From an optimization exercise on the open Yosys and OpenROAD flow, aimed at small area, a short achievable clock period and few clock cycles; shortcuts taken in it are not production practice. The RTL was checked by simulation tests, not by an equivalence proof against the original design. Power and IR drop assume default switching activity.

$ cat flow/config.mk
export PLATFORM = sky130hd
export DESIGN_NAME = tx_duration
export DESIGN_NICKNAME = tx_duration
export VERILOG_FILES = /design/flow/design.v
export SDC_FILE = /design/flow/constraint.sdc
export NUM_CORES = 4
export LEC_CHECK = 0
export CAP_MARGIN = 20
export CORE_MARGIN = 2
export CORE_UTILIZATION = 65
export CTS_BUF_LIST = sky130_fd_sc_hd__clkbuf_8
export SLEW_MARGIN = 20
export SYNTH_HIERARCHICAL = 1
export SYNTH_MINIMUM_KEEP_SIZE = 0
$ cat flow/constraint.sdc
create_clock -name core_clock -period 9.0 [get_ports {clk}]
set_input_delay 1.8000 -clock core_clock [delete_from_list [all_inputs] [get_ports {clk}]]
set_output_delay 1.8000 -clock core_clock [all_outputs]
set_load 0.01 [all_outputs]
$ cat flow/design.v
`timescale 1ns/100ps
`default_nettype none
package dur_pkg;
	typedef logic [3:0] rate_code_t;
	typedef logic [3:0] rate_idx_t;
	typedef logic [15:0] dur_t;         
	typedef logic [11:0] frame_len_t;   
	typedef logic [7:0]  resp_len_t;    
	typedef enum logic {
		dur_bcast  = 1'b0,
		dur_single = 1'b1
	} dur_kind_t;
	localparam int NUM_RATES      = 12;
	localparam int FIRST_OFDM_IDX = 4;
	localparam int OFDM_PREAMBLE_US = 16;
	localparam int OFDM_SIGNAL_US   = 4;
	localparam int OFDM_SYMBOL_US   = 4;
	localparam int SIGNAL_EXT_US    = 6;
	localparam int SERVICE_BITS     = 16;
	localparam int TAIL_BITS        = 6;
	localparam int CCK_LONG_PLCP_US  = 192;
	localparam int CCK_SHORT_PLCP_US = 96;
	localparam int INV_FRAC_BITS = 8;  
	function automatic rate_idx_t rate_code_to_index(input rate_code_t code);
		rate_idx_t idx;
		if (code[3]) begin
			idx = rate_idx_t'(code[1:0]);  
		end else begin
			case (code[2:0])
				3'd0: idx = 4'd10;  
				3'd1: idx = 4'd8;   
				3'd2: idx = 4'd6;   
				3'd3: idx = 4'd4;   
				3'd4: idx = 4'd11;  
				3'd5: idx = 4'd9;   
				3'd6: idx = 4'd7;   
				default: idx = 4'd5;  
			endcase
		end
		rate_code_to_index = idx;
	endfunction
endpackage
`default_nettype wire
`timescale 1ns/100ps
`default_nettype none
module basic_rate_sel (
	input  dur_pkg::rate_idx_t            data_idx,
	input  wire logic [dur_pkg::NUM_RATES-1:0] basic_rate_set,
	output dur_pkg::rate_idx_t                 resp_idx
);
	dur_pkg::rate_idx_t floor_idx;
	assign floor_idx = (data_idx < dur_pkg::rate_idx_t'(dur_pkg::FIRST_OFDM_IDX)) ?
		dur_pkg::rate_idx_t'(0) : dur_pkg::rate_idx_t'(dur_pkg::FIRST_OFDM_IDX);
	always_comb begin
		resp_idx = floor_idx;
		for (int i = 0; i < dur_pkg::NUM_RATES; i++) begin
			if (basic_rate_set[i] && dur_pkg::rate_idx_t'(i) >= floor_idx &&
				dur_pkg::rate_idx_t'(i) <= data_idx)
				resp_idx = dur_pkg::rate_idx_t'(i);  
		end
	end
endmodule
`default_nettype wire
`timescale 1ns/100ps
`timescale 1ns/100ps
`default_nettype none
module frame_airtime (
	input  wire logic [17:3] nbn,
	input  wire logic [15:0] w,
	input  wire logic [23:0] k,
	output logic [23:0] a
);
	logic [15:0] wn;
	logic p3_0;
	logic p3_1;
	logic p3_2;
	logic p3_3;
	logic p3_4;
	logic p3_5;
	logic p3_6;
	logic p3_7;
	logic p3_8;
	logic p3_9;
	logic p3_10;
	logic p3_11;
	logic p3_12;
	logic p3_13;
	logic p3_14;
	logic p3_15;
	logic p4_0;
	logic p4_1;
	logic p4_2;
	logic p4_3;
	logic p4_4;
	logic p4_5;
	logic p4_6;
	logic p4_7;
	logic p4_8;
	logic p4_9;
	logic p4_10;
	logic p4_11;
	logic p4_12;
	logic p4_13;
	logic p4_14;
	logic p4_15;
	logic p5_0;
	logic p5_1;
	logic p5_2;
	logic p5_3;
	logic p5_4;
	logic p5_5;
	logic p5_6;
	logic p5_7;
	logic p5_8;
	logic p5_9;
	logic p5_10;
	logic p5_11;
	logic p5_12;
	logic p5_13;
	logic p5_14;
	logic p5_15;
	logic p6_0;
	logic p6_1;
	logic p6_2;
	logic p6_3;
	logic p6_4;
	logic p6_5;
	logic p6_6;
	logic p6_7;
	logic p6_8;
	logic p6_9;
	logic p6_10;
	logic p6_11;
	logic p6_12;
	logic p6_13;
	logic p6_14;
	logic p6_15;
	logic p7_0;
	logic p7_1;
	logic p7_2;
	logic p7_3;
	logic p7_4;
	logic p7_5;
	logic p7_6;
	logic p7_7;
	logic p7_8;
	logic p7_9;
	logic p7_10;
	logic p7_11;
	logic p7_12;
	logic p7_13;
	logic p7_14;
	logic p7_15;
	logic p8_0;
	logic p8_1;
	logic p8_2;
	logic p8_3;
	logic p8_4;
	logic p8_5;
	logic p8_6;
	logic p8_7;
	logic p8_8;
	logic p8_9;
	logic p8_10;
	logic p8_11;
	logic p8_12;
	logic p8_13;
	logic p8_14;
	logic p8_15;
	logic p9_0;
	logic p9_1;
	logic p9_2;
	logic p9_3;
	logic p9_4;
	logic p9_5;
	logic p9_6;
	logic p9_7;
	logic p9_8;
	logic p9_9;
	logic p9_10;
	logic p9_11;
	logic p9_12;
	logic p9_13;
	logic p9_14;
	logic p10_0;
	logic p10_1;
	logic p10_2;
	logic p10_3;
	logic p10_4;
	logic p10_5;
	logic p10_6;
	logic p10_7;
	logic p10_8;
	logic p10_9;
	logic p10_10;
	logic p10_11;
	logic p10_12;
	logic p10_13;
	logic p11_0;
	logic p11_1;
	logic p11_2;
	logic p11_3;
	logic p11_4;
	logic p11_5;
	logic p11_6;
	logic p11_7;
	logic p11_8;
	logic p11_9;
	logic p11_10;
	logic p11_11;
	logic p11_12;
	logic p12_0;
	logic p12_1;
	logic p12_2;
	logic p12_3;
	logic p12_4;
	logic p12_5;
	logic p12_6;
	logic p12_7;
	logic p12_8;
	logic p12_9;
	logic p12_10;
	logic p12_11;
	logic p13_0;
	logic p13_1;
	logic p13_2;
	logic p13_3;
	logic p13_4;
	logic p13_5;
	logic p13_6;
	logic p13_7;
	logic p13_8;
	logic p13_9;
	logic p13_10;
	logic p14_0;
	logic p14_1;
	logic p14_2;
	logic p14_3;
	logic p14_4;
	logic p14_5;
	logic p14_6;
	logic p14_7;
	logic p14_8;
	logic p14_9;
	logic p15_0;
	logic p15_1;
	logic p15_2;
	logic p15_3;
	logic p15_4;
	logic p15_5;
	logic p15_6;
	logic p15_7;
	logic p15_8;
	logic p16_0;
	logic p16_1;
	logic p16_2;
	logic p16_3;
	logic p16_4;
	logic p16_5;
	logic p16_6;
	logic p16_7;
	logic p17_0;
	logic p17_1;
	logic p17_2;
	logic p17_3;
	logic p17_4;
	logic p17_5;
	logic p17_6;
	logic s1;
	logic c1;
	logic s2;
	logic c2;
	logic s3;
	logic c3;
	logic s4;
	logic c4;
	logic s5;
	logic c5;
	logic s6;
	logic c6;
	logic s7;
	logic c7;
	logic s8;
	logic c8;
	logic s9;
	logic c9;
	logic s10;
	logic c10;
	logic s11;
	logic c11;
	logic s12;
	logic c12;
	logic s13;
	logic c13;
	logic s14;
	logic c14;
	logic s15;
	logic c15;
	logic s16;
	logic c16;
	logic s17;
	logic c17;
	logic s18;
	logic c18;
	logic s19;
	logic c19;
	logic s20;
	logic c20;
	logic s21;
	logic c21;
	logic s22;
	logic c22;
	logic s23;
	logic c23;
	logic s24;
	logic c24;
	logic s25;
	logic c25;
	logic s26;
	logic c26;
	logic s27;
	logic c27;
	logic s28;
	logic c28;
	logic s29;
	logic c29;
	logic s30;
	logic c30;
	logic s31;
	logic c31;
	logic s32;
	logic c32;
	logic s33;
	logic c33;
	logic s34;
	logic c34;
	logic s35;
	logic c35;
	logic s36;
	logic c36;
	logic s37;
	logic c37;
	logic s38;
	logic c38;
	logic s39;
	logic c39;
	logic s40;
	logic c40;
	logic s41;
	logic c41;
	logic s42;
	logic c42;
	logic s43;
	logic c43;
	logic s44;
	logic c44;
	logic s45;
	logic c45;
	logic s46;
	logic c46;
	logic s47;
	logic c47;
	logic s48;
	logic c48;
	logic s49;
	logic c49;
	logic s50;
	logic c50;
	logic s51;
	logic c51;
	logic s52;
	logic c52;
	logic s53;
	logic c53;
	logic s54;
	logic c54;
	logic s55;
	logic c55;
	logic s56;
	logic c56;
	logic s57;
	logic c57;
	logic s58;
	logic c58;
	logic s59;
	logic c59;
	logic s60;
	logic c60;
	logic s61;
	logic c61;
	logic s62;
	logic c62;
	logic s63;
	logic c63;
	logic s64;
	logic c64;
	logic s65;
	logic c65;
	logic s66;
	logic c66;
	logic s67;
	logic c67;
	logic s68;
	logic c68;
	logic s69;
	logic c69;
	logic s70;
	logic c70;
	logic s71;
	logic c71;
	logic s72;
	logic c72;
	logic s73;
	logic c73;
	logic s74;
	logic c74;
	logic s75;
	logic c75;
	logic s76;
	logic c76;
	logic s77;
	logic c77;
	logic s78;
	logic c78;
	logic s79;
	logic c79;
	logic s80;
	logic c80;
	logic s81;
	logic c81;
	logic s82;
	logic c82;
	logic s83;
	logic c83;
	logic s84;
	logic c84;
	logic s85;
	logic c85;
	logic s86;
	logic c86;
	logic s87;
	logic c87;
	logic s88;
	logic c88;
	logic s89;
	logic c89;
	logic s90;
	logic c90;
	logic s91;
	logic c91;
	logic s92;
	logic c92;
	logic s93;
	logic c93;
	logic s94;
	logic c94;
	logic s95;
	logic c95;
	logic s96;
	logic c96;
	logic s97;
	logic c97;
	logic s98;
	logic c98;
	logic s99;
	logic c99;
	logic s100;
	logic c100;
	logic s101;
	logic c101;
	logic s102;
	logic c102;
	logic s103;
	logic c103;
	logic s104;
	logic c104;
	logic s105;
	logic c105;
	logic s106;
	logic c106;
	logic s107;
	logic c107;
	logic s108;
	logic c108;
	logic s109;
	logic c109;
	logic s110;
	logic c110;
	logic s111;
	logic c111;
	logic s112;
	logic c112;
	logic s113;
	logic c113;
	logic s114;
	logic c114;
	logic s115;
	logic c115;
	logic s116;
	logic c116;
	logic s117;
	logic c117;
	logic s118;
	logic c118;
	logic s119;
	logic c119;
	logic s120;
	logic c120;
	logic s121;
	logic c121;
	logic s122;
	logic c122;
	logic s123;
	logic c123;
	logic s124;
	logic c124;
	logic s125;
	logic c125;
	logic s126;
	logic c126;
	logic s127;
	logic c127;
	logic s128;
	logic c128;
	logic s129;
	logic c129;
	logic s130;
	logic c130;
	logic s131;
	logic c131;
	logic s132;
	logic c132;
	logic s133;
	logic c133;
	logic s134;
	logic c134;
	logic s135;
	logic c135;
	logic s136;
	logic c136;
	logic s137;
	logic c137;
	logic s138;
	logic c138;
	logic s139;
	logic c139;
	logic s140;
	logic c140;
	logic s141;
	logic c141;
	logic s142;
	logic c142;
	logic s143;
	logic c143;
	logic s144;
	logic c144;
	logic s145;
	logic c145;
	logic s146;
	logic c146;
	logic s147;
	logic c147;
	logic s148;
	logic c148;
	logic s149;
	logic c149;
	logic s150;
	logic c150;
	logic s151;
	logic c151;
	logic s152;
	logic c152;
	logic s153;
	logic c153;
	logic s154;
	logic c154;
	logic s155;
	logic c155;
	logic s156;
	logic c156;
	logic s157;
	logic c157;
	logic s158;
	logic c158;
	logic s159;
	logic c159;
	logic s160;
	logic c160;
	logic s161;
	logic c161;
	logic s162;
	logic c162;
	logic s163;
	logic c163;
	logic s164;
	logic c164;
	logic s165;
	logic c165;
	logic s166;
	logic c166;
	logic s167;
	logic c167;
	logic s168;
	logic c168;
	logic s169;
	logic c169;
	logic s170;
	logic c170;
	logic s171;
	logic c171;
	logic s172;
	logic c172;
	logic s173;
	logic c173;
	logic s174;
	logic c174;
	logic s175;
	logic c175;
	logic s176;
	logic c176;
	logic s177;
	logic c177;
	logic s178;
	logic c178;
	logic s179;
	logic c179;
	inv16 u_wn (.a(w), .y(wn));
	assign p3_0 = ~(wn[0] | nbn[3]);
	assign p3_1 = ~(wn[1] | nbn[3]);
	assign p3_2 = ~(wn[2] | nbn[3]);
	assign p3_3 = ~(wn[3] | nbn[3]);
	assign p3_4 = ~(wn[4] | nbn[3]);
	assign p3_5 = ~(wn[5] | nbn[3]);
	assign p3_6 = ~(wn[6] | nbn[3]);
	assign p3_7 = ~(wn[7] | nbn[3]);
	assign p3_8 = ~(wn[8] | nbn[3]);
	assign p3_9 = ~(wn[9] | nbn[3]);
	assign p3_10 = ~(wn[10] | nbn[3]);
	assign p3_11 = ~(wn[11] | nbn[3]);
	assign p3_12 = ~(wn[12] | nbn[3]);
	assign p3_13 = ~(wn[13] | nbn[3]);
	assign p3_14 = ~(wn[14] | nbn[3]);
	assign p3_15 = ~(wn[15] | nbn[3]);
	assign p4_0 = ~(wn[0] | nbn[4]);
	assign p4_1 = ~(wn[1] | nbn[4]);
	assign p4_2 = ~(wn[2] | nbn[4]);
	assign p4_3 = ~(wn[3] | nbn[4]);
	assign p4_4 = ~(wn[4] | nbn[4]);
	assign p4_5 = ~(wn[5] | nbn[4]);
	assign p4_6 = ~(wn[6] | nbn[4]);
	assign p4_7 = ~(wn[7] | nbn[4]);
	assign p4_8 = ~(wn[8] | nbn[4]);
	assign p4_9 = ~(wn[9] | nbn[4]);
	assign p4_10 = ~(wn[10] | nbn[4]);
	assign p4_11 = ~(wn[11] | nbn[4]);
	assign p4_12 = ~(wn[12] | nbn[4]);
	assign p4_13 = ~(wn[13] | nbn[4]);
	assign p4_14 = ~(wn[14] | nbn[4]);
	assign p4_15 = ~(wn[15] | nbn[4]);
	assign p5_0 = ~(wn[0] | nbn[5]);
	assign p5_1 = ~(wn[1] | nbn[5]);
	assign p5_2 = ~(wn[2] | nbn[5]);
	assign p5_3 = ~(wn[3] | nbn[5]);
	assign p5_4 = ~(wn[4] | nbn[5]);
	assign p5_5 = ~(wn[5] | nbn[5]);
	assign p5_6 = ~(wn[6] | nbn[5]);
	assign p5_7 = ~(wn[7] | nbn[5]);
	assign p5_8 = ~(wn[8] | nbn[5]);
	assign p5_9 = ~(wn[9] | nbn[5]);
	assign p5_10 = ~(wn[10] | nbn[5]);
	assign p5_11 = ~(wn[11] | nbn[5]);
	assign p5_12 = ~(wn[12] | nbn[5]);
	assign p5_13 = ~(wn[13] | nbn[5]);
	assign p5_14 = ~(wn[14] | nbn[5]);
	assign p5_15 = ~(wn[15] | nbn[5]);
	assign p6_0 = ~(wn[0] | nbn[6]);
	assign p6_1 = ~(wn[1] | nbn[6]);
	assign p6_2 = ~(wn[2] | nbn[6]);
	assign p6_3 = ~(wn[3] | nbn[6]);
	assign p6_4 = ~(wn[4] | nbn[6]);
	assign p6_5 = ~(wn[5] | nbn[6]);
	assign p6_6 = ~(wn[6] | nbn[6]);
	assign p6_7 = ~(wn[7] | nbn[6]);
	assign p6_8 = ~(wn[8] | nbn[6]);
	assign p6_9 = ~(wn[9] | nbn[6]);
	assign p6_10 = ~(wn[10] | nbn[6]);
	assign p6_11 = ~(wn[11] | nbn[6]);
	assign p6_12 = ~(wn[12] | nbn[6]);
	assign p6_13 = ~(wn[13] | nbn[6]);
	assign p6_14 = ~(wn[14] | nbn[6]);
	assign p6_15 = ~(wn[15] | nbn[6]);
	assign p7_0 = ~(wn[0] | nbn[7]);
	assign p7_1 = ~(wn[1] | nbn[7]);
	assign p7_2 = ~(wn[2] | nbn[7]);
	assign p7_3 = ~(wn[3] | nbn[7]);
	assign p7_4 = ~(wn[4] | nbn[7]);
	assign p7_5 = ~(wn[5] | nbn[7]);
	assign p7_6 = ~(wn[6] | nbn[7]);
	assign p7_7 = ~(wn[7] | nbn[7]);
	assign p7_8 = ~(wn[8] | nbn[7]);
	assign p7_9 = ~(wn[9] | nbn[7]);
	assign p7_10 = ~(wn[10] | nbn[7]);
	assign p7_11 = ~(wn[11] | nbn[7]);
	assign p7_12 = ~(wn[12] | nbn[7]);
	assign p7_13 = ~(wn[13] | nbn[7]);
	assign p7_14 = ~(wn[14] | nbn[7]);
	assign p7_15 = ~(wn[15] | nbn[7]);
	assign p8_0 = ~(wn[0] | nbn[8]);
	assign p8_1 = ~(wn[1] | nbn[8]);
	assign p8_2 = ~(wn[2] | nbn[8]);
	assign p8_3 = ~(wn[3] | nbn[8]);
	assign p8_4 = ~(wn[4] | nbn[8]);
	assign p8_5 = ~(wn[5] | nbn[8]);
	assign p8_6 = ~(wn[6] | nbn[8]);
	assign p8_7 = ~(wn[7] | nbn[8]);
	assign p8_8 = ~(wn[8] | nbn[8]);
	assign p8_9 = ~(wn[9] | nbn[8]);
	assign p8_10 = ~(wn[10] | nbn[8]);
	assign p8_11 = ~(wn[11] | nbn[8]);
	assign p8_12 = ~(wn[12] | nbn[8]);
	assign p8_13 = ~(wn[13] | nbn[8]);
	assign p8_14 = ~(wn[14] | nbn[8]);
	assign p8_15 = ~(wn[15] | nbn[8]);
	assign p9_0 = ~(wn[0] | nbn[9]);
	assign p9_1 = ~(wn[1] | nbn[9]);
	assign p9_2 = ~(wn[2] | nbn[9]);
	assign p9_3 = ~(wn[3] | nbn[9]);
	assign p9_4 = ~(wn[4] | nbn[9]);
	assign p9_5 = ~(wn[5] | nbn[9]);
	assign p9_6 = ~(wn[6] | nbn[9]);
	assign p9_7 = ~(wn[7] | nbn[9]);
	assign p9_8 = ~(wn[8] | nbn[9]);
	assign p9_9 = ~(wn[9] | nbn[9]);
	assign p9_10 = ~(wn[10] | nbn[9]);
	assign p9_11 = ~(wn[11] | nbn[9]);
	assign p9_12 = ~(wn[12] | nbn[9]);
	assign p9_13 = ~(wn[13] | nbn[9]);
	assign p9_14 = ~(wn[14] | nbn[9]);
	assign p10_0 = ~(wn[0] | nbn[10]);
	assign p10_1 = ~(wn[1] | nbn[10]);
	assign p10_2 = ~(wn[2] | nbn[10]);
	assign p10_3 = ~(wn[3] | nbn[10]);
	assign p10_4 = ~(wn[4] | nbn[10]);
	assign p10_5 = ~(wn[5] | nbn[10]);
	assign p10_6 = ~(wn[6] | nbn[10]);
	assign p10_7 = ~(wn[7] | nbn[10]);
	assign p10_8 = ~(wn[8] | nbn[10]);
	assign p10_9 = ~(wn[9] | nbn[10]);
	assign p10_10 = ~(wn[10] | nbn[10]);
	assign p10_11 = ~(wn[11] | nbn[10]);
	assign p10_12 = ~(wn[12] | nbn[10]);
	assign p10_13 = ~(wn[13] | nbn[10]);
	assign p11_0 = ~(wn[0] | nbn[11]);
	assign p11_1 = ~(wn[1] | nbn[11]);
	assign p11_2 = ~(wn[2] | nbn[11]);
	assign p11_3 = ~(wn[3] | nbn[11]);
	assign p11_4 = ~(wn[4] | nbn[11]);
	assign p11_5 = ~(wn[5] | nbn[11]);
	assign p11_6 = ~(wn[6] | nbn[11]);
	assign p11_7 = ~(wn[7] | nbn[11]);
	assign p11_8 = ~(wn[8] | nbn[11]);
	assign p11_9 = ~(wn[9] | nbn[11]);
	assign p11_10 = ~(wn[10] | nbn[11]);
	assign p11_11 = ~(wn[11] | nbn[11]);
	assign p11_12 = ~(wn[12] | nbn[11]);
	assign p12_0 = ~(wn[0] | nbn[12]);
	assign p12_1 = ~(wn[1] | nbn[12]);
	assign p12_2 = ~(wn[2] | nbn[12]);
	assign p12_3 = ~(wn[3] | nbn[12]);
	assign p12_4 = ~(wn[4] | nbn[12]);
	assign p12_5 = ~(wn[5] | nbn[12]);
	assign p12_6 = ~(wn[6] | nbn[12]);
	assign p12_7 = ~(wn[7] | nbn[12]);
	assign p12_8 = ~(wn[8] | nbn[12]);
	assign p12_9 = ~(wn[9] | nbn[12]);
	assign p12_10 = ~(wn[10] | nbn[12]);
	assign p12_11 = ~(wn[11] | nbn[12]);
	assign p13_0 = ~(wn[0] | nbn[13]);
	assign p13_1 = ~(wn[1] | nbn[13]);
	assign p13_2 = ~(wn[2] | nbn[13]);
	assign p13_3 = ~(wn[3] | nbn[13]);
	assign p13_4 = ~(wn[4] | nbn[13]);
	assign p13_5 = ~(wn[5] | nbn[13]);
	assign p13_6 = ~(wn[6] | nbn[13]);
	assign p13_7 = ~(wn[7] | nbn[13]);
	assign p13_8 = ~(wn[8] | nbn[13]);
	assign p13_9 = ~(wn[9] | nbn[13]);
	assign p13_10 = ~(wn[10] | nbn[13]);
	assign p14_0 = ~(wn[0] | nbn[14]);
	assign p14_1 = ~(wn[1] | nbn[14]);
	assign p14_2 = ~(wn[2] | nbn[14]);
	assign p14_3 = ~(wn[3] | nbn[14]);
	assign p14_4 = ~(wn[4] | nbn[14]);
	assign p14_5 = ~(wn[5] | nbn[14]);
	assign p14_6 = ~(wn[6] | nbn[14]);
	assign p14_7 = ~(wn[7] | nbn[14]);
	assign p14_8 = ~(wn[8] | nbn[14]);
	assign p14_9 = ~(wn[9] | nbn[14]);
	assign p15_0 = ~(wn[0] | nbn[15]);
	assign p15_1 = ~(wn[1] | nbn[15]);
	assign p15_2 = ~(wn[2] | nbn[15]);
	assign p15_3 = ~(wn[3] | nbn[15]);
	assign p15_4 = ~(wn[4] | nbn[15]);
	assign p15_5 = ~(wn[5] | nbn[15]);
	assign p15_6 = ~(wn[6] | nbn[15]);
	assign p15_7 = ~(wn[7] | nbn[15]);
	assign p15_8 = ~(wn[8] | nbn[15]);
	assign p16_0 = ~(wn[0] | nbn[16]);
	assign p16_1 = ~(wn[1] | nbn[16]);
	assign p16_2 = ~(wn[2] | nbn[16]);
	assign p16_3 = ~(wn[3] | nbn[16]);
	assign p16_4 = ~(wn[4] | nbn[16]);
	assign p16_5 = ~(wn[5] | nbn[16]);
	assign p16_6 = ~(wn[6] | nbn[16]);
	assign p16_7 = ~(wn[7] | nbn[16]);
	assign p17_0 = ~(wn[0] | nbn[17]);
	assign p17_1 = ~(wn[1] | nbn[17]);
	assign p17_2 = ~(wn[2] | nbn[17]);
	assign p17_3 = ~(wn[3] | nbn[17]);
	assign p17_4 = ~(wn[4] | nbn[17]);
	assign p17_5 = ~(wn[5] | nbn[17]);
	assign p17_6 = ~(wn[6] | nbn[17]);
	ha2 u1 (.a(k[15]), .b(p3_12), .s(s1), .co(c1));
	fa3 u2 (.a(k[16]), .b(p3_13), .c(p4_12), .s(s2), .co(c2));
	ha2 u3 (.a(p5_11), .b(p6_10), .s(s3), .co(c3));
	fa3 u4 (.a(k[17]), .b(p3_14), .c(p4_13), .s(s4), .co(c4));
	fa3 u5 (.a(p5_12), .b(p6_11), .c(p7_10), .s(s5), .co(c5));
	ha2 u6 (.a(p8_9), .b(p9_8), .s(s6), .co(c6));
	fa3 u7 (.a(k[18]), .b(p3_15), .c(p4_14), .s(s7), .co(c7));
	fa3 u8 (.a(p5_13), .b(p6_12), .c(p7_11), .s(s8), .co(c8));
	fa3 u9 (.a(p8_10), .b(p9_9), .c(p10_8), .s(s9), .co(c9));
	fa3 u10 (.a(k[19]), .b(p4_15), .c(p5_14), .s(s10), .co(c10));
	fa3 u11 (.a(p6_13), .b(p7_12), .c(p8_11), .s(s11), .co(c11));
	ha2 u12 (.a(p9_10), .b(p10_9), .s(s12), .co(c12));
	fa3 u13 (.a(k[20]), .b(p5_15), .c(p6_14), .s(s13), .co(c13));
	fa3 u14 (.a(p7_13), .b(p8_12), .c(p9_11), .s(s14), .co(c14));
	fa3 u15 (.a(k[21]), .b(p6_15), .c(p7_14), .s(s15), .co(c15));
	ha2 u16 (.a(k[11]), .b(p3_8), .s(s16), .co(c16));
	fa3 u17 (.a(k[12]), .b(p3_9), .c(p4_8), .s(s17), .co(c17));
	ha2 u18 (.a(p5_7), .b(p6_6), .s(s18), .co(c18));
	fa3 u19 (.a(k[13]), .b(p3_10), .c(p4_9), .s(s19), .co(c19));
	fa3 u20 (.a(p5_8), .b(p6_7), .c(p7_6), .s(s20), .co(c20));
	ha2 u21 (.a(p8_5), .b(p9_4), .s(s21), .co(c21));
	fa3 u22 (.a(k[14]), .b(p3_11), .c(p4_10), .s(s22), .co(c22));
	fa3 u23 (.a(p5_9), .b(p6_8), .c(p7_7), .s(s23), .co(c23));
	fa3 u24 (.a(p8_6), .b(p9_5), .c(p10_4), .s(s24), .co(c24));
	ha2 u25 (.a(p11_3), .b(p12_2), .s(s25), .co(c25));
	fa3 u26 (.a(p4_11), .b(p5_10), .c(p6_9), .s(s26), .co(c26));
	fa3 u27 (.a(p7_8), .b(p8_7), .c(p9_6), .s(s27), .co(c27));
	fa3 u28 (.a(p10_5), .b(p11_4), .c(p12_3), .s(s28), .co(c28));
	fa3 u29 (.a(p13_2), .b(p14_1), .c(p15_0), .s(s29), .co(c29));
	fa3 u30 (.a(p7_9), .b(p8_8), .c(p9_7), .s(s30), .co(c30));
	fa3 u31 (.a(p10_6), .b(p11_5), .c(p12_4), .s(s31), .co(c31));
	fa3 u32 (.a(p13_3), .b(p14_2), .c(p15_1), .s(s32), .co(c32));
	fa3 u33 (.a(p16_0), .b(c1), .c(s3), .s(s33), .co(c33));
	fa3 u34 (.a(p10_7), .b(p11_6), .c(p12_5), .s(s34), .co(c34));
	fa3 u35 (.a(p13_4), .b(p14_3), .c(p15_2), .s(s35), .co(c35));
	fa3 u36 (.a(p16_1), .b(p17_0), .c(c3), .s(s36), .co(c36));
	fa3 u37 (.a(s6), .b(c2), .c(s4), .s(s37), .co(c37));
	fa3 u38 (.a(p11_7), .b(p12_6), .c(p13_5), .s(s38), .co(c38));
	fa3 u39 (.a(p14_4), .b(p15_3), .c(p16_2), .s(s39), .co(c39));
	fa3 u40 (.a(p17_1), .b(c6), .c(c4), .s(s40), .co(c40));
	fa3 u41 (.a(c5), .b(s7), .c(s8), .s(s41), .co(c41));
	fa3 u42 (.a(p11_8), .b(p12_7), .c(p13_6), .s(s42), .co(c42));
	fa3 u43 (.a(p14_5), .b(p15_4), .c(p16_3), .s(s43), .co(c43));
	fa3 u44 (.a(p17_2), .b(s12), .c(c7), .s(s44), .co(c44));
	fa3 u45 (.a(c8), .b(c9), .c(s10), .s(s45), .co(c45));
	fa3 u46 (.a(p10_10), .b(p11_9), .c(p12_8), .s(s46), .co(c46));
	fa3 u47 (.a(p13_7), .b(p14_6), .c(p15_5), .s(s47), .co(c47));
	fa3 u48 (.a(p16_4), .b(p17_3), .c(c12), .s(s48), .co(c48));
	fa3 u49 (.a(c10), .b(c11), .c(s13), .s(s49), .co(c49));
	fa3 u50 (.a(p8_13), .b(p9_12), .c(p10_11), .s(s50), .co(c50));
	fa3 u51 (.a(p11_10), .b(p12_9), .c(p13_8), .s(s51), .co(c51));
	fa3 u52 (.a(p14_7), .b(p15_6), .c(p16_5), .s(s52), .co(c52));
	fa3 u53 (.a(p17_4), .b(c13), .c(c14), .s(s53), .co(c53));
	fa3 u54 (.a(k[22]), .b(p7_15), .c(p8_14), .s(s54), .co(c54));
	fa3 u55 (.a(p9_13), .b(p10_12), .c(p11_11), .s(s55), .co(c55));
	fa3 u56 (.a(p12_10), .b(p13_9), .c(p14_8), .s(s56), .co(c56));
	fa3 u57 (.a(p15_7), .b(p16_6), .c(p17_5), .s(s57), .co(c57));
	fa3 u58 (.a(k[23]), .b(p8_15), .c(p9_14), .s(s58), .co(c58));
	fa3 u59 (.a(p10_13), .b(p11_12), .c(p12_11), .s(s59), .co(c59));
	fa3 u60 (.a(p13_10), .b(p14_9), .c(p15_8), .s(s60), .co(c60));
	ha2 u61 (.a(k[8]), .b(p3_5), .s(s61), .co(c61));
	fa3 u62 (.a(k[9]), .b(p3_6), .c(p4_5), .s(s62), .co(c62));
	ha2 u63 (.a(p5_4), .b(p6_3), .s(s63), .co(c63));
	fa3 u64 (.a(k[10]), .b(p3_7), .c(p4_6), .s(s64), .co(c64));
	fa3 u65 (.a(p5_5), .b(p6_4), .c(p7_3), .s(s65), .co(c65));
	ha2 u66 (.a(p8_2), .b(p9_1), .s(s66), .co(c66));
	fa3 u67 (.a(p4_7), .b(p5_6), .c(p6_5), .s(s67), .co(c67));
	fa3 u68 (.a(p7_4), .b(p8_3), .c(p9_2), .s(s68), .co(c68));
	fa3 u69 (.a(p10_1), .b(p11_0), .c(s16), .s(s69), .co(c69));
	fa3 u70 (.a(p7_5), .b(p8_4), .c(p9_3), .s(s70), .co(c70));
	fa3 u71 (.a(p10_2), .b(p11_1), .c(p12_0), .s(s71), .co(c71));
	fa3 u72 (.a(c16), .b(s18), .c(s17), .s(s72), .co(c72));
	fa3 u73 (.a(p10_3), .b(p11_2), .c(p12_1), .s(s73), .co(c73));
	fa3 u74 (.a(p13_0), .b(c18), .c(s21), .s(s74), .co(c74));
	fa3 u75 (.a(c17), .b(s19), .c(s20), .s(s75), .co(c75));
	fa3 u76 (.a(p13_1), .b(p14_0), .c(c21), .s(s76), .co(c76));
	fa3 u77 (.a(s25), .b(c19), .c(c20), .s(s77), .co(c77));
	fa3 u78 (.a(s22), .b(s23), .c(s24), .s(s78), .co(c78));
	fa3 u79 (.a(c25), .b(s1), .c(c22), .s(s79), .co(c79));
	fa3 u80 (.a(c23), .b(c24), .c(s26), .s(s80), .co(c80));
	fa3 u81 (.a(s27), .b(s28), .c(s29), .s(s81), .co(c81));
	fa3 u82 (.a(c26), .b(c27), .c(c28), .s(s82), .co(c82));
	fa3 u83 (.a(c29), .b(s30), .c(s31), .s(s83), .co(c83));
	fa3 u84 (.a(s32), .b(s2), .c(s33), .s(s84), .co(c84));
	fa3 u85 (.a(c30), .b(c31), .c(c32), .s(s85), .co(c85));
	fa3 u86 (.a(s34), .b(s35), .c(s5), .s(s86), .co(c86));
	fa3 u87 (.a(c33), .b(s36), .c(s37), .s(s87), .co(c87));
	fa3 u88 (.a(c34), .b(c35), .c(s38), .s(s88), .co(c88));
	fa3 u89 (.a(s39), .b(s9), .c(c36), .s(s89), .co(c89));
	fa3 u90 (.a(c37), .b(s40), .c(s41), .s(s90), .co(c90));
	fa3 u91 (.a(c38), .b(c39), .c(s42), .s(s91), .co(c91));
	fa3 u92 (.a(s43), .b(s11), .c(c40), .s(s92), .co(c92));
	fa3 u93 (.a(c41), .b(s44), .c(s45), .s(s93), .co(c93));
	fa3 u94 (.a(c42), .b(c43), .c(s46), .s(s94), .co(c94));
	fa3 u95 (.a(s47), .b(s14), .c(s48), .s(s95), .co(c95));
	fa3 u96 (.a(c44), .b(c45), .c(s49), .s(s96), .co(c96));
	fa3 u97 (.a(c46), .b(c47), .c(s50), .s(s97), .co(c97));
	fa3 u98 (.a(s51), .b(s52), .c(s15), .s(s98), .co(c98));
	fa3 u99 (.a(c48), .b(c49), .c(s53), .s(s99), .co(c99));
	fa3 u100 (.a(c50), .b(c51), .c(c52), .s(s100), .co(c100));
	fa3 u101 (.a(s54), .b(s55), .c(s56), .s(s101), .co(c101));
	fa3 u102 (.a(s57), .b(c15), .c(c53), .s(s102), .co(c102));
	fa3 u103 (.a(p16_7), .b(p17_6), .c(c54), .s(s103), .co(c103));
	fa3 u104 (.a(c55), .b(c56), .c(c57), .s(s104), .co(c104));
	fa3 u105 (.a(s58), .b(s59), .c(s60), .s(s105), .co(c105));
	ha2 u106 (.a(k[6]), .b(p3_3), .s(s106), .co(c106));
	fa3 u107 (.a(k[7]), .b(p3_4), .c(p4_3), .s(s107), .co(c107));
	ha2 u108 (.a(p5_2), .b(p6_1), .s(s108), .co(c108));
	fa3 u109 (.a(p4_4), .b(p5_3), .c(p6_2), .s(s109), .co(c109));
	fa3 u110 (.a(p7_1), .b(p8_0), .c(s61), .s(s110), .co(c110));
	fa3 u111 (.a(p7_2), .b(p8_1), .c(p9_0), .s(s111), .co(c111));
	fa3 u112 (.a(c61), .b(s63), .c(s62), .s(s112), .co(c112));
	fa3 u113 (.a(p10_0), .b(c63), .c(s66), .s(s113), .co(c113));
	fa3 u114 (.a(c62), .b(s64), .c(s65), .s(s114), .co(c114));
	fa3 u115 (.a(c66), .b(c64), .c(c65), .s(s115), .co(c115));
	fa3 u116 (.a(s67), .b(s68), .c(s69), .s(s116), .co(c116));
	fa3 u117 (.a(c67), .b(c68), .c(s70), .s(s117), .co(c117));
	fa3 u118 (.a(s71), .b(c69), .c(s72), .s(s118), .co(c118));
	fa3 u119 (.a(c70), .b(c71), .c(s73), .s(s119), .co(c119));
	fa3 u120 (.a(s74), .b(c72), .c(s75), .s(s120), .co(c120));
	fa3 u121 (.a(c73), .b(c74), .c(s76), .s(s121), .co(c121));
	fa3 u122 (.a(c75), .b(s77), .c(s78), .s(s122), .co(c122));
	fa3 u123 (.a(c76), .b(c77), .c(c78), .s(s123), .co(c123));
	fa3 u124 (.a(s79), .b(s80), .c(s81), .s(s124), .co(c124));
	fa3 u125 (.a(c79), .b(c80), .c(c81), .s(s125), .co(c125));
	fa3 u126 (.a(s82), .b(s83), .c(s84), .s(s126), .co(c126));
	fa3 u127 (.a(c82), .b(c83), .c(s85), .s(s127), .co(c127));
	fa3 u128 (.a(s86), .b(c84), .c(s87), .s(s128), .co(c128));
	fa3 u129 (.a(c85), .b(c86), .c(s88), .s(s129), .co(c129));
	fa3 u130 (.a(s89), .b(c87), .c(s90), .s(s130), .co(c130));
	fa3 u131 (.a(c88), .b(s91), .c(c89), .s(s131), .co(c131));
	fa3 u132 (.a(c90), .b(s92), .c(s93), .s(s132), .co(c132));
	fa3 u133 (.a(c91), .b(s94), .c(s95), .s(s133), .co(c133));
	fa3 u134 (.a(c92), .b(c93), .c(s96), .s(s134), .co(c134));
	fa3 u135 (.a(c94), .b(s97), .c(s98), .s(s135), .co(c135));
	fa3 u136 (.a(c95), .b(c96), .c(s99), .s(s136), .co(c136));
	fa3 u137 (.a(c97), .b(c98), .c(s100), .s(s137), .co(c137));
	fa3 u138 (.a(s101), .b(c99), .c(s102), .s(s138), .co(c138));
	fa3 u139 (.a(c100), .b(c101), .c(s103), .s(s139), .co(c139));
	fa3 u140 (.a(s104), .b(s105), .c(c102), .s(s140), .co(c140));
	ha2 u141 (.a(k[5]), .b(p3_2), .s(s141), .co(c141));
	fa3 u142 (.a(p4_2), .b(p5_1), .c(p6_0), .s(s142), .co(c142));
	fa3 u143 (.a(p7_0), .b(c106), .c(s108), .s(s143), .co(c143));
	fa3 u144 (.a(c108), .b(c107), .c(s109), .s(s144), .co(c144));
	fa3 u145 (.a(c109), .b(s111), .c(c110), .s(s145), .co(c145));
	fa3 u146 (.a(c111), .b(s113), .c(c112), .s(s146), .co(c146));
	fa3 u147 (.a(c113), .b(c114), .c(s115), .s(s147), .co(c147));
	fa3 u148 (.a(c115), .b(s117), .c(c116), .s(s148), .co(c148));
	fa3 u149 (.a(c117), .b(s119), .c(c118), .s(s149), .co(c149));
	fa3 u150 (.a(c119), .b(s121), .c(c120), .s(s150), .co(c150));
	fa3 u151 (.a(c121), .b(c122), .c(s123), .s(s151), .co(c151));
	fa3 u152 (.a(c123), .b(c124), .c(s125), .s(s152), .co(c152));
	fa3 u153 (.a(c125), .b(s127), .c(c126), .s(s153), .co(c153));
	fa3 u154 (.a(c127), .b(s129), .c(c128), .s(s154), .co(c154));
	fa3 u155 (.a(c129), .b(s131), .c(c130), .s(s155), .co(c155));
	fa3 u156 (.a(c131), .b(s133), .c(c132), .s(s156), .co(c156));
	fa3 u157 (.a(s135), .b(c133), .c(c134), .s(s157), .co(c157));
	fa3 u158 (.a(c135), .b(s137), .c(c136), .s(s158), .co(c158));
	fa3 u159 (.a(c137), .b(s139), .c(c138), .s(s159), .co(c159));
	ha2 u160 (.a(k[4]), .b(p3_1), .s(s160), .co(c160));
	fa3 u161 (.a(p4_1), .b(p5_0), .c(s141), .s(s161), .co(c161));
	fa3 u162 (.a(c141), .b(s106), .c(s142), .s(s162), .co(c162));
	fa3 u163 (.a(c142), .b(s107), .c(s143), .s(s163), .co(c163));
	fa3 u164 (.a(c143), .b(s110), .c(s144), .s(s164), .co(c164));
	fa3 u165 (.a(c144), .b(s112), .c(s145), .s(s165), .co(c165));
	fa3 u166 (.a(s114), .b(c145), .c(s146), .s(s166), .co(c166));
	fa3 u167 (.a(s116), .b(c146), .c(s147), .s(s167), .co(c167));
	fa3 u168 (.a(c147), .b(s118), .c(s148), .s(s168), .co(c168));
	fa3 u169 (.a(s120), .b(c148), .c(s149), .s(s169), .co(c169));
	fa3 u170 (.a(s122), .b(c149), .c(s150), .s(s170), .co(c170));
	fa3 u171 (.a(s124), .b(c150), .c(s151), .s(s171), .co(c171));
	fa3 u172 (.a(s126), .b(c151), .c(s152), .s(s172), .co(c172));
	fa3 u173 (.a(c152), .b(s128), .c(s153), .s(s173), .co(c173));
	fa3 u174 (.a(s130), .b(c153), .c(s154), .s(s174), .co(c174));
	fa3 u175 (.a(s132), .b(c154), .c(s155), .s(s175), .co(c175));
	fa3 u176 (.a(s134), .b(c155), .c(s156), .s(s176), .co(c176));
	fa3 u177 (.a(s136), .b(c156), .c(s157), .s(s177), .co(c177));
	fa3 u178 (.a(s138), .b(c157), .c(s158), .s(s178), .co(c178));
	fa3 u179 (.a(s140), .b(c158), .c(s159), .s(s179), .co(c179));
	logic [23:0] r0, r1;
	assign r0 = {c178, c177, c176, c175, c174, c173, c172, c171, c170, c169, c168, c167, c166, c165, c164, c163, c162, c161, c160, s160, k[3], k[2], k[1], k[0]};
	assign r1 = {s179, s178, s177, s176, s175, s174, s173, s172, s171, s170, s169, s168, s167, s166, s165, s164, s163, s162, s161, p4_0, p3_0, 1'b0, 1'b0, 1'b0};
	assign a = r0 + r1;
endmodule
module fa3 (
	input  wire logic a, b, c,
	output logic      s, co
);
	assign s  = a ^ b ^ c;
	assign co = (a & b) | (a & c) | (b & c);
endmodule
module inv16 (
	input  wire logic [15:0] a,
	output logic [15:0]      y
);
	assign y = ~a;
endmodule
module ha2 (
	input  wire logic a, b,
	output logic      s, co
);
	assign s  = a ^ b;
	assign co = a & b;
endmodule
`default_nettype wire
`timescale 1ns/100ps
`timescale 1ns/100ps
`default_nettype none
module tx_duration #(
	parameter int INV_W = 16
) (
	input  wire logic                 clk,
	input  wire logic                 arst_n,
	input  wire logic                 start,
	input  dur_pkg::dur_kind_t            dur_kind,
	input  dur_pkg::rate_code_t           data_rate,
	input  dur_pkg::resp_len_t            resp_len,
	input  dur_pkg::frame_len_t           next_len,
	input  wire logic                 long_pre,
	input  wire logic [dur_pkg::NUM_RATES-1:0] basic_rate_set,
	input  dur_pkg::dur_t                 sifs,
	output logic                      tab_en,
	output dur_pkg::rate_idx_t                 tab_addr,
	input  wire logic [INV_W-1:0]     tab_data,
	output logic                      dur_valid,
	output dur_pkg::dur_t                      dur,
	output dur_pkg::rate_idx_t                 resp_rate
);
	dur_pkg::rate_idx_t data_idx;
	dur_pkg::rate_idx_t resp_idx;
	logic s_rd;    
	logic s_d1;    
	logic ofdm_q, both_q;
	logic idle;
	logic has_resp, has_next, both, go;
	logic is_ofdm;
	dur_pkg::frame_len_t nxt_len;
	logic [15:0] nbits;
	logic [17:3] nbn_q;
	logic [1:0] shamt;
	logic [15:0] lomask;
	logic [23:0] kadd, prod;
	dur_pkg::dur_t acc, cst, part, triple, sum;
	assign data_idx = dur_pkg::rate_code_to_index(data_rate);
	basic_rate_sel sel0 (
		.data_idx(data_idx), .basic_rate_set(basic_rate_set), .resp_idx(resp_idx)
	);
	assign has_resp = |resp_len;
	assign has_next = |next_len;
	assign both     = has_resp & has_next;
	assign idle     = ~(s_rd | s_d1);
	assign go       = idle & start & (dur_kind == dur_pkg::dur_single) & (has_resp | has_next);
	assign is_ofdm  = ~data_rate[3];
	always_ff @(posedge clk or negedge arst_n) begin
		if (!arst_n) begin
			s_rd      <= 1'b0;
			s_d1      <= 1'b0;
			tab_en    <= 1'b0;
			dur_valid <= 1'b0;
		end else begin
			s_rd      <= go;
			s_d1      <= s_rd & both;
			tab_en    <= go | (s_rd & both);
			dur_valid <= (idle & start & ~go) | (s_rd & ~both) | s_d1;
		end
	end
	assign nxt_len  = s_d1 | ~has_resp ? next_len : dur_pkg::frame_len_t'(resp_len);
	assign cst      = is_ofdm ? 16'd26 : (long_pre ? 16'd192 : 16'd96);
	logic [11:0] inc_c;
	assign inc_c[0] = is_ofdm;
	for (genvar i = 0; i < 11; i++) begin : g_inc
		ha2 u (.a(nxt_len[i + 1]), .b(inc_c[i]), .s(nbits[i + 4]), .co(inc_c[i + 1]));
	end
	assign nbits[15]  = inc_c[11];
	assign nbits[3:0] = {nxt_len[0], is_ofdm, is_ofdm, 1'b0};
	logic [15:0] part_c;
	assign part[0]   = sifs[0];
	ha2 u_part1 (.a(sifs[1]), .b(cst[1]), .s(part[1]), .co(part_c[1]));
	for (genvar i = 2; i < 16; i++) begin : g_part
		if (i < 8) begin : g_f
			fa3 u (.a(sifs[i]), .b(cst[i]), .c(part_c[i - 1]), .s(part[i]), .co(part_c[i]));
		end else begin : g_h
			ha2 u (.a(sifs[i]), .b(part_c[i - 1]), .s(part[i]), .co(part_c[i]));
		end
	end
	logic [15:0] half, tri_c;
	assign half = both_q ? {1'b0, acc[15:1]} : 16'd0;
	ha2 u_tri0 (.a(acc[0]), .b(half[0]), .s(triple[0]), .co(tri_c[0]));
	for (genvar i = 1; i < 16; i++) begin : g_tri
		fa3 u (.a(acc[i]), .b(half[i]), .c(tri_c[i - 1]), .s(triple[i]), .co(tri_c[i]));
	end
	always_ff @(posedge clk) begin
		if (s_rd | s_d1)
			nbn_q <= ~(15'((18'(nbits) << {is_ofdm, 1'b0}) >> 3));
		else
			nbn_q <= '1;
		if (s_d1)
			acc <= {sum[14:0], sifs[0]};    
		else if (s_rd)
			acc <= triple;
		else
			acc <= go ? part : '0;
		ofdm_q <= is_ofdm;
		both_q <= both;    
	end
	assign shamt  = {ofdm_q, 1'b0};
	assign lomask = ~(16'hffff << shamt);
	assign kadd   = {acc & ~lomask, 8'h00} | (24'hff << shamt);
	frame_airtime air0 (
		.nbn(nbn_q), .w(tab_data), .k(kadd), .a(prod)
	);
	assign sum = (prod[23:8] & ~lomask) | (acc & lomask);
	assign dur = sum;
	always_ff @(posedge clk) begin
		if (idle)
			tab_addr <= (dur_kind == dur_pkg::dur_bcast) ? dur_pkg::rate_idx_t'(0) :
				(has_resp | ~has_next ? resp_idx : data_idx);
		else if (s_rd & both)
			tab_addr <= data_idx;
		else
			tab_addr <= resp_idx;
	end
	assign resp_rate = tab_addr;
endmodule
`default_nettype wire
$ cat flow/flow/run.sh
#!/bin/bash
# The standard ORFS layout (the standard.sh, all steps), with the port
# buffers made of the smallest buffer cell instead of ORFS's default pick.
set -e
export BUFFER_PORTS_ARGS="-buffer_cell sky130_fd_sc_hd__buf_1"
bash standard.sh > standard.log 2>&1
$ cat flow/standard.sh
#!/bin/bash
# synth_recipe.tcl (not shown) runs the flow's synth.tcl, then flattens the netlist and writes it again
# the make line also repeats each setting of config.mk as NAME=value (left out here)
make -C /OpenROAD-flow-scripts/flow DESIGN_CONFIG=/design/flow/config.mk WORK_HOME=/design/flow/orfs CLKGATE_MAP_FILE= SYNTH_SCRIPT=/design/flow/synth_recipe.tcl "${@:-finish}"
==> results by group, run 1 <==
Setup path
  – Crit-path most repeated cell: fa_1
  – Crit-path slowest cell: fa_1
  – Internal reg-to-reg setup slack: 1690 ps
  – Worst path required time: 7200 ps
  – Crit path arrival time: 6930 ps
  – Worst Path Class, Setup: in2out
  – CP cell instances: buf_1 -> inv_1 -> nor2_1 -> fa_1 -> fa_1 -> fa_1 -> fa_1 -> fa_1 -> fa_1 -> ha_1 -> a21oi_1 -> o21ai_0 -> a21oi_1 -> o21ai_0 -> a41oi_1 -> xnor2_1 -> buf_1
  – Setup crit end kind: primary output
  – Critical path fanouts, max: 9
  – Delay of the slowest critical-path stage: 570 ps
  – Startpoint Class: input pin

Timing
  – Unrepaired setup endpoints after global routing: no
  – Fin worst setup slack: 273 ps
  – Slew headroom: 0.416
  – Final Hold Viols: 0
  – Max Fclk: 0.115 GHz
  – Fin crit period: 8730 ps
  – Final period util: 0.970
  – Number of setup violations in the final report: 0
  – Slew Viols, Final: 0
  – Worst slew pin tran: 876 ps
  – Setup TNS: 0 ps
  – Clk_skew: 12.3 ps

Clock network
  – Hold_buf cts: 0
  – Clock Sinks: 41
  – Clk pin slew, worst setup/hold paths: 90 ps
  – CTS Buf Count: 5
  – Clock Tree Root: clkbuf_8
  – Clock H-tree levels: 2
  – Worst-case clock buffer depth: 2
  – Postcts setup bufs: 0
  – PostCTS Resize Cnt: 0
  – TritonCTS clock tree: yes
  – Worst skew pair latency: 290 ps

Yosys
  – Ys Warns: 8
  – Syn_area_per_cell: 9.80 sq um
  – Post-Syn Area: 8340 sq um
  – Mapped Cells: 851

Global route
  – Vias in the first global route: 6,950
  – First-pass GRT wire length: 34,700 um
  – Pin count of the biggest net entering global routing: 34
  – Initial antenna violation count: 0
  – All-Layer GR Usage: 0.332
  – GRT Residual Overflow: 0

Power
  – Leak: 4.38 nW
  – Maximum vdd drop: 0.000260 V
  – Sequential share of power: 0.101
  – Clock group share of total power: 0.053
  – Pint: 0.00122 W
  – Pwr dens: 324 nW/um^2
  – P_sw: 0.00167 W
  – Switch share: 0.576
  – Comb pwr share: 0.846

Floorplan
  – Die ar.: 13,800 sq um
  – CORE AREA: 12,600 sq um
  – Initial Util: 0.664
  – Die Y: 117 um
  – Die Wd: 117 um
  – Io pins: 99
  – Site Rows: 41

Route
  – WL/cell: 19.3 um
  – DRC: 0
  – Number of vias in the routed layout: 6,521
  – ANT nets after route: 0
  – Pre-antenna DRT Iters: 6
  – Iteration-0 DRC Markers: 390
  – Total wire length: 21,100 um
  – Vias per cell: 5.97

Cells and area
  – # diodes: 0
  – Layout cells sized above 1: 0.0901
  – Syn-to-layout area delta: 6.96%
  – Final nets: 1,235

Place
  – Post-DP HPWL: 17,600 um
  – I/O Buffers: 96
  – Final Wtd Congestion: 0.914
  – Dpl ws: 374 ps

Outcome
  – Status: finished clean

Min path
  – Hold Crit Class: reg2reg

Run
  – Max_cap viols: 0
==> area by class of cell <==
cell class,count,area (sq um)
Timing Repair Buffer,113,488
Tap cell,172,215
Inverter,36,135
Clock inverter,2,37.5
Multi-Input combinational cell,723,7120
Clock buffer,6,82.6
Fill cell,994,3650
Sequential cell,41,841
==> path summary, 6_finish.rpt <==
kind / startpoint / depth (start not counted) / end
max: tab_data[13] / 17 / dur[14]
min: acc[0]$_DFF_P_ / 3 / acc[0]$_DFF_P_
max reg2reg: both_q$_DFF_P_ / 19 / acc[15]$_DFF_P_
min reg2reg: acc[0]$_DFF_P_ / 3 / acc[0]$_DFF_P_
max in group asynchronous: arst_n / 1 / dur_valid$_DFF_PN0_
min in group asynchronous: arst_n / 1 / s_rd$_DFF_PN0_
==> routing by layer <==
layer  wire length [um]  up-vias  GRT usage
met3               1790       31     0.0602
met4                289        0     0.0722
met2              10400      311      0.555
li1                   -     2890          -
met1               8670     3289      0.459
met5                  0        -          0
==> power groups by stage <==
stage / combinational (W) / clock [W] / sequential (W)
after floorplan: 0.00165 / 0 / 0.000262
after global placement: 0.00235 / 0 / 0.000294
after detailed placement: 0.00240 / 0 / 0.000295
after CTS: 0.00242 / 0.000155 / 0.000291
after global routing: 0.00269 / 0.000163 / 0.000301
final: 0.00245 / 0.000154 / 0.000291
==> critical path, delay by kind of cell <==
family	cells	cell delay, ps
adders and majority gates	7	3220
xor gates and xnor gates	1	250
buffers and inverters	3	470
AOI/OAI and AO/OA	5	1070
and+or+nand+nor	1	110
==> sequential cells by signal, indices dropped and copies added, names as in the netlist <==
name / flops
both_q: 1
acc: 16
tab_addr: 4
nbn_q: 15
s_d1: 1
s_rd: 1
dur_valid: 1
ofdm_q: 1
tab_en: 1
==> layout by cell type, fill, tap and decap left out, types with 3 or more instances in the layout <==
cell type / count
o21ai_0: 17
dfrtp_1: 4
buf_1: 96
o22ai_1: 4
ha_1: 56
a21o_1: 4
buf_4: 17
nor2b_1: 5
o31ai_1: 3
a21oi_2: 3
inv_1: 35
o211ai_2: 3
and2_1: 20
nand2_1: 38
nand3_1: 14
nor2_2: 3
mux2_2: 20
a22o_1: 3
or2_2: 4
xnor2_1: 12
conb_1: 7
clkbuf_8: 6
dfxtp_1: 37
fa_1: 186
mux2i_1: 4
a21oi_1: 30
nor4_2: 5
o21a_1: 3
a221oi_1: 8
a221oi_2: 8
nand2b_1: 4
xor2_1: 4
nor2_1: 216
==> per-stage QoR <==
| step | std cells | hold WS [ps] | util | total power, W | cell area, sq um |
|---|---|---|---|---|---|
| final | 1093 | 647 | 0.710 | 0.00289 | 8920 |
| after global routing | 1093 | 724 | 0.710 | 0.00315 | 8920 |
| after CTS | 1093 | 660 | 0.710 | 0.00287 | 8920 |
| after detailed placement | 1085 | 638 | 0.700 | 0.00270 | 8800 |
| after global placement | 1085 | 612 | 0.700 | 0.00265 | 8800 |
| after floorplan | 856 | 580 | - | 0.00191 | 8360 |
Testbench counts, summed over its fixed seeds: cycles 5,403.
==> run 2, diff against run 1 <==
--- a/flow/config.mk
+++ b/flow/config.mk
@@ -8,6 +8,7 @@
 export CAP_MARGIN = 20
 export CORE_MARGIN = 2
-export CORE_UTILIZATION = 65
+export CORE_UTILIZATION = 40
 export CTS_BUF_LIST = sky130_fd_sc_hd__clkbuf_8
+export SETUP_SLACK_MARGIN = 0.6
 export SLEW_MARGIN = 20
 export SYNTH_HIERARCHICAL = 1
==> run 2 against run 1 <==
  * Power rose by 2.5%
  * Routed wire length grew 2.4%
  * Combinational power up 2%
  * Clock power is essentially flat
  * Sequential share of layout area is 0.34 points lower
  * Maximum frequency rose by 3.9%
  * Non-clock buffer count rose by 9
  * First-iteration DRC count down 11%
  * Hold slack got worse by 14 ps
  * Final area up 3.7%
  * Largest cell class unchanged
  * Highest routed layer unchanged
==> results by group, run 2 <==
Route
  – Vias per cell: 5.34
  – Number of vias in the routed layout: 6,411
  – WL/cell: 18.0 um
  – Pre-antenna DRT Iters: 4
  – ANT nets after route: 0
  – Iteration-0 DRC Markers: 348
  – Total wire length: 21,600 um
  – DRC: 0

Timing
  – Slew Viols, Final: 0
  – Hold WS: 633 ps
  – Final Hold Viols: 0
  – Number of setup violations in the final report: 0
  – Worst slew pin tran: 821 ps
  – Unrepaired setup endpoints after global routing: yes
  – Fin crit period: 8400 ps
  – Max Fclk: 0.119 GHz
  – Slew headroom: 0.453
  – Setup TNS: 0 ps
  – Clk_skew: 10.9 ps
  – Final period util: 0.934

Floorplan
  – Die Wd: 148 um
  – Io pins: 99
  – CORE AREA: 20,400 sq um
  – Site Rows: 52
  – Die ar.: 22,000 sq um
  – Die Y: 148 um
  – Initial Util: 0.409

Cells and area
  – Most frequent cells in the layout: 212 x nor2_1, 176 x fa_1, 94 x buf_1
  – Final nets: 1,244
  – Largest register FFs: 16
  – Layout cells sized above 1: 0.139
  – Final Cell Area: 9250 sq um
  – Leading registers by flop count: acc (16), nbn_q (15), tab_addr (4)
  – Fillers: 1,954
  – Syn-to-layout area delta: 10.9%
  – Register with the most flip-flops: acc
  – Commonest non-fill, non-tap cell in the layout: nor2_1
  – # diodes: 0

Place
  – Post-DP HPWL: 18,500 um
  – Final Wtd Congestion: 0.873
  – Placed cell areas: 8910 sq um
  – I/O Buffers: 96

Setup path
  – Critical path fanouts, max: 7
  – Delay of the slowest critical-path stage: 550 ps
  – CP cell instances: buf_1 -> inv_2 -> nor2_1 -> fa_2 -> fa_2 -> fa_2 -> fa_1 -> fa_1 -> fa_1 -> ha_4 -> nand3_1 -> or3_1 -> nand4b_1 -> o211ai_1 -> a21oi_2 -> xnor2_1 -> buf_2
  – CP delay by family, top: adder cells
  – Worst Path Class, Setup: in2out
  – Setup crit end kind: primary output
  – Startpoint Class: input pin
  – Worst Path Buf+Inv: 3
  – Crit-path slowest cell: fa_2
  – Crit path arrival time: 6600 ps
  – Worst path required time: 7200 ps

Global route
  – Initial antenna violation count: 0
  – First-pass GRT wire length: 36,000 um
  – Pin count of the biggest net entering global routing: 34
  – All-Layer GR Usage: 0.208
  – GRT Residual Overflow: 0
  – Vias in the first global route: 6,994

Clock network
  – Clk pin slew, worst setup/hold paths: 80 ps
  – TritonCTS clock tree: yes
  – CTS Buf Count: 5
  – Hold_buf cts: 0
  – Clock Sinks: 41
  – Clock Tree Root: clkbuf_8
  – Worst-case clock buffer depth: 2
  – Clock H-tree levels: 2
  – Worst skew pair latency: 300 ps

Yosys
  – Syn_area_per_cell: 9.80 sq um
  – Mapped Cells: 851
  – Post-Syn Area: 8340 sq um
  – Ys Warns: 8

Min path
  – Hold Crit Class: reg2reg

Power
  – Clock group share of total power: 0.052
  – Total Power: 0.00296 W
  – Comb pwr share: 0.846
  – Switch share: 0.547
  – Sequential share of power: 0.102
  – Maximum vdd drop: 0.000241 V
  – P_sw: 0.00162 W
  – Pint: 0.00134 W
  – Leak: 4.41 nW
  – Pwr dens: 320 nW/um^2

Outcome
  – Status: finished clean

Run
  – Max_cap viols: 0
-- run 2: metal layers --
| layer | vias up | global-route usage | share of wire |
|---|---|---|---|
| met5 | - | 0 | 0 |
| met4 | 0 | 0.0352 | 0.015 |
| met3 | 25 | 0.0245 | 0.046 |
| met2 | 170 | 0.370 | 0.51 |
| met1 | 3303 | 0.280 | 0.42 |
| li1 | 2913 | - | - |
-- run 2: metrics by stage --
step	worst slack [ps]	utilization	cells
CTS	607	0.451	1198
finish	598	0.454	1200
detailed placement	302	0.438	1182
global placement	312	0.438	1182
floorplan	869	-	856
global route	464	0.454	1200
-- run 2: layout make-up --
class / count / area (sq um) / area share
Multi-Input combinational cell: 723 / 7250 / 0.784
Timing Repair Buffer: 122 / 562 / 0.0607
Clock inverter: 2 / 33.8 / 0.00365
Tap cell: 270 / 338 / 0.0365
Inverter: 36 / 139 / 0.0150
Clock buffer: 6 / 82.6 / 0.00893
Sequential cell: 41 / 841 / 0.0909
-- run 2: worst paths after layout --
path	from	end	slack (ps)	depth (start not counted)
max	tab_data[11]	dur[15]	600	17
min	acc[0]$_DFF_P_	acc[0]$_DFF_P_	630	3
max reg2reg	both_q$_DFF_P_	acc[15]$_DFF_P_	1760	19
min reg2reg	acc[0]$_DFF_P_	acc[0]$_DFF_P_	630	3
max in group asynchronous	arst_n	s_d1$_DFF_PN0_	7500	1
min in group asynchronous	arst_n	tab_en$_DFF_PN0_	1310	1
-- run 2: power by group through the flow --
stage	Combinational, W	Sequential (W)	Clock, W
6_report	0.00251	0.000302	0.000154
5_1_grt	0.00277	0.000314	0.000168
4_1_cts	0.00240	0.000305	0.000158
3_5_place_dp	0.00229	0.000307	0
3_3_place_gp	0.00226	0.000309	0
2_1_floorplan	0.00165	0.000262	0
-- run 2: tightest hold or removal path, stage by stage (launching register included) --
cell and delay, ps:
dfxtp_1 350, ha_1 140, nand3_1 70, nand2_1 50
-- run 2: what timing repair did --
| action | in CTS | in global routing |
|---|---|---|
| hold endpoints to repair | 0 | 0 |
| resized for setup | 27 | 17 |
| pin swaps | 6 | 3 |
| buffers inserted | 8 | 2 |
| endpoints found under the setup margin | 2 | 6 |
==> run 3, diff against run 2 <==
--- a/flow/config.mk
+++ b/flow/config.mk
@@ -10,5 +10,5 @@
 export CORE_UTILIZATION = 40
 export CTS_BUF_LIST = sky130_fd_sc_hd__clkbuf_8
-export SETUP_SLACK_MARGIN = 0.6
+export SETUP_SLACK_MARGIN = 0.45
 export SLEW_MARGIN = 20
 export SYNTH_HIERARCHICAL = 1
==> run 3 against run 2 <==
  * Largest cell class unchanged
  * Sequential power barely moved
  * Register-to-register slack about the same
  * Highest routed layer unchanged
  * Clock power is essentially flat
  * Maximum frequency is 0.49% lower
  * Critical path depth increased by 1
  * Setup slack worse by 42 ps
  * Count of clock-buffer cells in the layout stayed put
  * Final cell count barely moved
==> results by group, run 3 <==
Setup path
  – CP cell instances: buf_1 -> inv_2 -> nor2_1 -> fa_1 -> fa_1 -> fa_1 -> fa_1 -> fa_1 -> fa_1 -> ha_4 -> buf_4 -> inv_1 -> nor2_1 -> nand2_1 -> o21ai_0 -> a41oi_2 -> xnor2_2 -> buf_1
  – Critical path fanouts, max: 7
  – Setup crit end: dur[14]
  – Reg2Reg Capture Point: acc[15]$_DFF_P_
  – CP Depth: 18
  – Crit path arrival time: 6640 ps
  – Crit-path most repeated cell: fa_1
  – Delay of the slowest critical-path stage: 530 ps
  – Worst Path Buf+Inv: 5
  – R2R Path Start: both_q$_DFF_P_
  – Crit-path slowest cell: fa_1
  – CP delay by family, top: adder cells
  – Worst Path Class, Setup: in2out
  – Reg2Reg Depth: 19
  – Startpoint Class: input pin
  – Worst path required time: 7200 ps
  – Internal reg-to-reg setup slack: 1750 ps
  – Crit path from: tab_data[13]
  – Setup crit end kind: primary output

Timing
  – Slew headroom: 0.420
  – Max Fclk: 0.118 GHz
  – Setup TNS: 0 ps
  – Number of setup violations in the final report: 0
  – Fin crit period: 8440 ps
  – Worst slew pin tran: 869 ps
  – Clk_skew: 12.0 ps
  – Slew Viols, Final: 0
  – Final period util: 0.938
  – Unrepaired setup endpoints after global routing: yes
  – Fin worst setup slack: 556 ps
  – Final Hold Viols: 0

Yosys
  – Mapped Cells: 851
  – Syn_area_per_cell: 9.80 sq um
  – Post-Syn Area: 8340 sq um
  – Ys Warns: 8

Power
  – Maximum vdd drop: 0.000226 V
  – Total Power: 0.00302 W
  – Leak: 4.40 nW
  – Pwr dens: 325 nW/um^2

Cells and area
  – Final Cell Area: 9280 sq um
  – # diodes: 0
  – Area of the multi-input gates: 7290 sq um
  – Register with the most flip-flops: acc
  – Final nets: 1,243
  – Commonest non-fill, non-tap cell in the layout: nor2_1
  – Layout cells sized above 1: 0.146
  – Syn-to-layout area delta: 11.3%
  – Sequential cell area: 841 sq um
  – Largest register FFs: 16
  – Core Util, Final: 0.456
  – Most frequent cells in the layout: 208 x nor2_1, 175 x fa_1, 94 x buf_1
  – Leading registers by flop count: acc (16), nbn_q (15), tab_addr (4)
  – Fillers: 1,952

Floorplan
  – Die ar.: 22,000 sq um
  – Io pins: 99
  – Die Y: 148 um
  – CORE AREA: 20,400 sq um
  – Site Rows: 52
  – Die Wd: 148 um
  – Initial Util: 0.409

Global route
  – Initial antenna violation count: 0
  – Pin count of the biggest net entering global routing: 34
  – Vias in the first global route: 6,948
  – First-pass GRT wire length: 35,800 um
  – All-Layer GR Usage: 0.207
  – GRT Residual Overflow: 0

Clock network
  – CTS Buf Count: 5
  – Worst skew pair latency: 300 ps
  – Worst-case clock buffer depth: 2
  – Clk pin slew, worst setup/hold paths: 80 ps
  – Clock Sinks: 41
  – Clock Tree Root: clkbuf_8
  – Clock H-tree levels: 2
  – TritonCTS clock tree: yes
  – Hold_buf cts: 0

Place
  – Placed cell areas: 8910 sq um
  – Final Wtd Congestion: 0.873
  – I/O Buffers: 96
  – Dpl ws: 302 ps
  – Post-DP HPWL: 18,500 um

Route
  – Iteration-0 DRC Markers: 355
  – WL/cell: 18.2 um
  – ANT nets after route: 0
  – Number of vias in the routed layout: 6,421
  – Vias per cell: 5.36
  – Total wire length: 21,800 um
  – DRC: 0
  – Pre-antenna DRT Iters: 4

Outcome
  – Status: finished clean

Min path
  – Hold Crit Class: reg2reg

Run
  – Max_cap viols: 0
-- run 3: layout make-up --
type,instances,area share
timing repair buffer,121,0.0597
sequential,41,0.0906
tap,270,0.0364
inverter,36,0.0152
multi-input combinational,723,0.786
clock buffer,6,0.00889
clock inverter,2,0.00364
-- run 3: worst min-delay path: stages, from the launching register on --
cell and delay, ps:
dfxtp_1 350, ha_1 140, nand3_1 70, nand2_1 50
-- run 3: per-stage QoR --
| step | hold WS (ps) | std cells |
|---|---|---|
| floorplan | 580 | 856 |
| global placement | 614 | 1182 |
| detailed placement | 616 | 1182 |
| CTS | 637 | 1190 |
| global route | 686 | 1199 |
| finish | 634 | 1199 |
-- run 3: how the worst min path moves through the flow --
stage	cells past startpoint	from	endpoint	slack [ps]
5_1_grt	3	acc[0]$_DFF_P_	acc[0]$_DFF_P_	690
3_3_place_gp	3	acc[0]$_DFF_P_	acc[0]$_DFF_P_	610
2_1_floorplan	3	acc[0]$_DFF_P_	acc[0]$_DFF_P_	580
3_5_place_dp	3	acc[0]$_DFF_P_	acc[0]$_DFF_P_	620
4_1_cts	3	acc[0]$_DFF_P_	acc[0]$_DFF_P_	640
6_report	3	acc[0]$_DFF_P_	acc[0]$_DFF_P_	630
-- run 3: timing repair --
action	in CTS	in global routing
setup buffers	0	9
pin swaps	1	19
gates resized for setup	9	46
setup endpoints to repair	1	2
-- run 3: where the power goes --
| part | internal [W] | switching, W | leakage, nW |
|---|---|---|---|
| clock | 0.0000893 | 0.0000648 | 0.0626 |
| combinational | 0.00106 | 0.00150 | 3.98 |
| sequential | 0.000220 | 0.0000841 | 0.358 |
| total | 0.00137 | 0.00164 | 4.40 |
-- run 3: routing by layer --
metal,global-route usage,wire [um],part of all wire,vias to the layer above
met4,0.0367,376,0.017,0
met3,0.0282,941,0.043,28
met5,0,0,0,-
met1,0.275,9230,0.42,3312
met2,0.367,11200,0.52,170
li1,-,-,-,2911

==> what the ideal ports hide <==
The flow's constraints put no driver on any port. The routed layouts listed below were extracted and timed again, unchanged, in two steps.
Step 1 sets driving cells, clkbuf_16 on the clock port and buf_2 on the other inputs (assumed; they add their load-dependent delay and slew).
Step 2 moves the port delays by t, midway between the first and last clock arrival at a register: inputs arrive t later, outputs are due t later. That takes back most of the time a late clock gives input paths.
a / b / c = ideal ports / drivers / drivers and shift; a / b = the first two.
| run | t (ns) | slack for setup (ns) | worst setup path after step 2 | cell pins on the clock port's net |
|---|---|---|---|---|
| run 1 | 0.314 | 0.273 / 0.252 / 0.252 | input to output | 1 |
| run 2 | 0.328 | 0.598 / 0.576 / 0.576 | input to output | 1 |
| run 3 | 0.327 | 0.556 / 0.537 / 0.537 | input to output | 1 |
After both steps setup and hold are still met in every run listed. The setup slack of run 2, which loses most, moves by -0.022 ns with the drivers and by -0.022 ns with both steps.
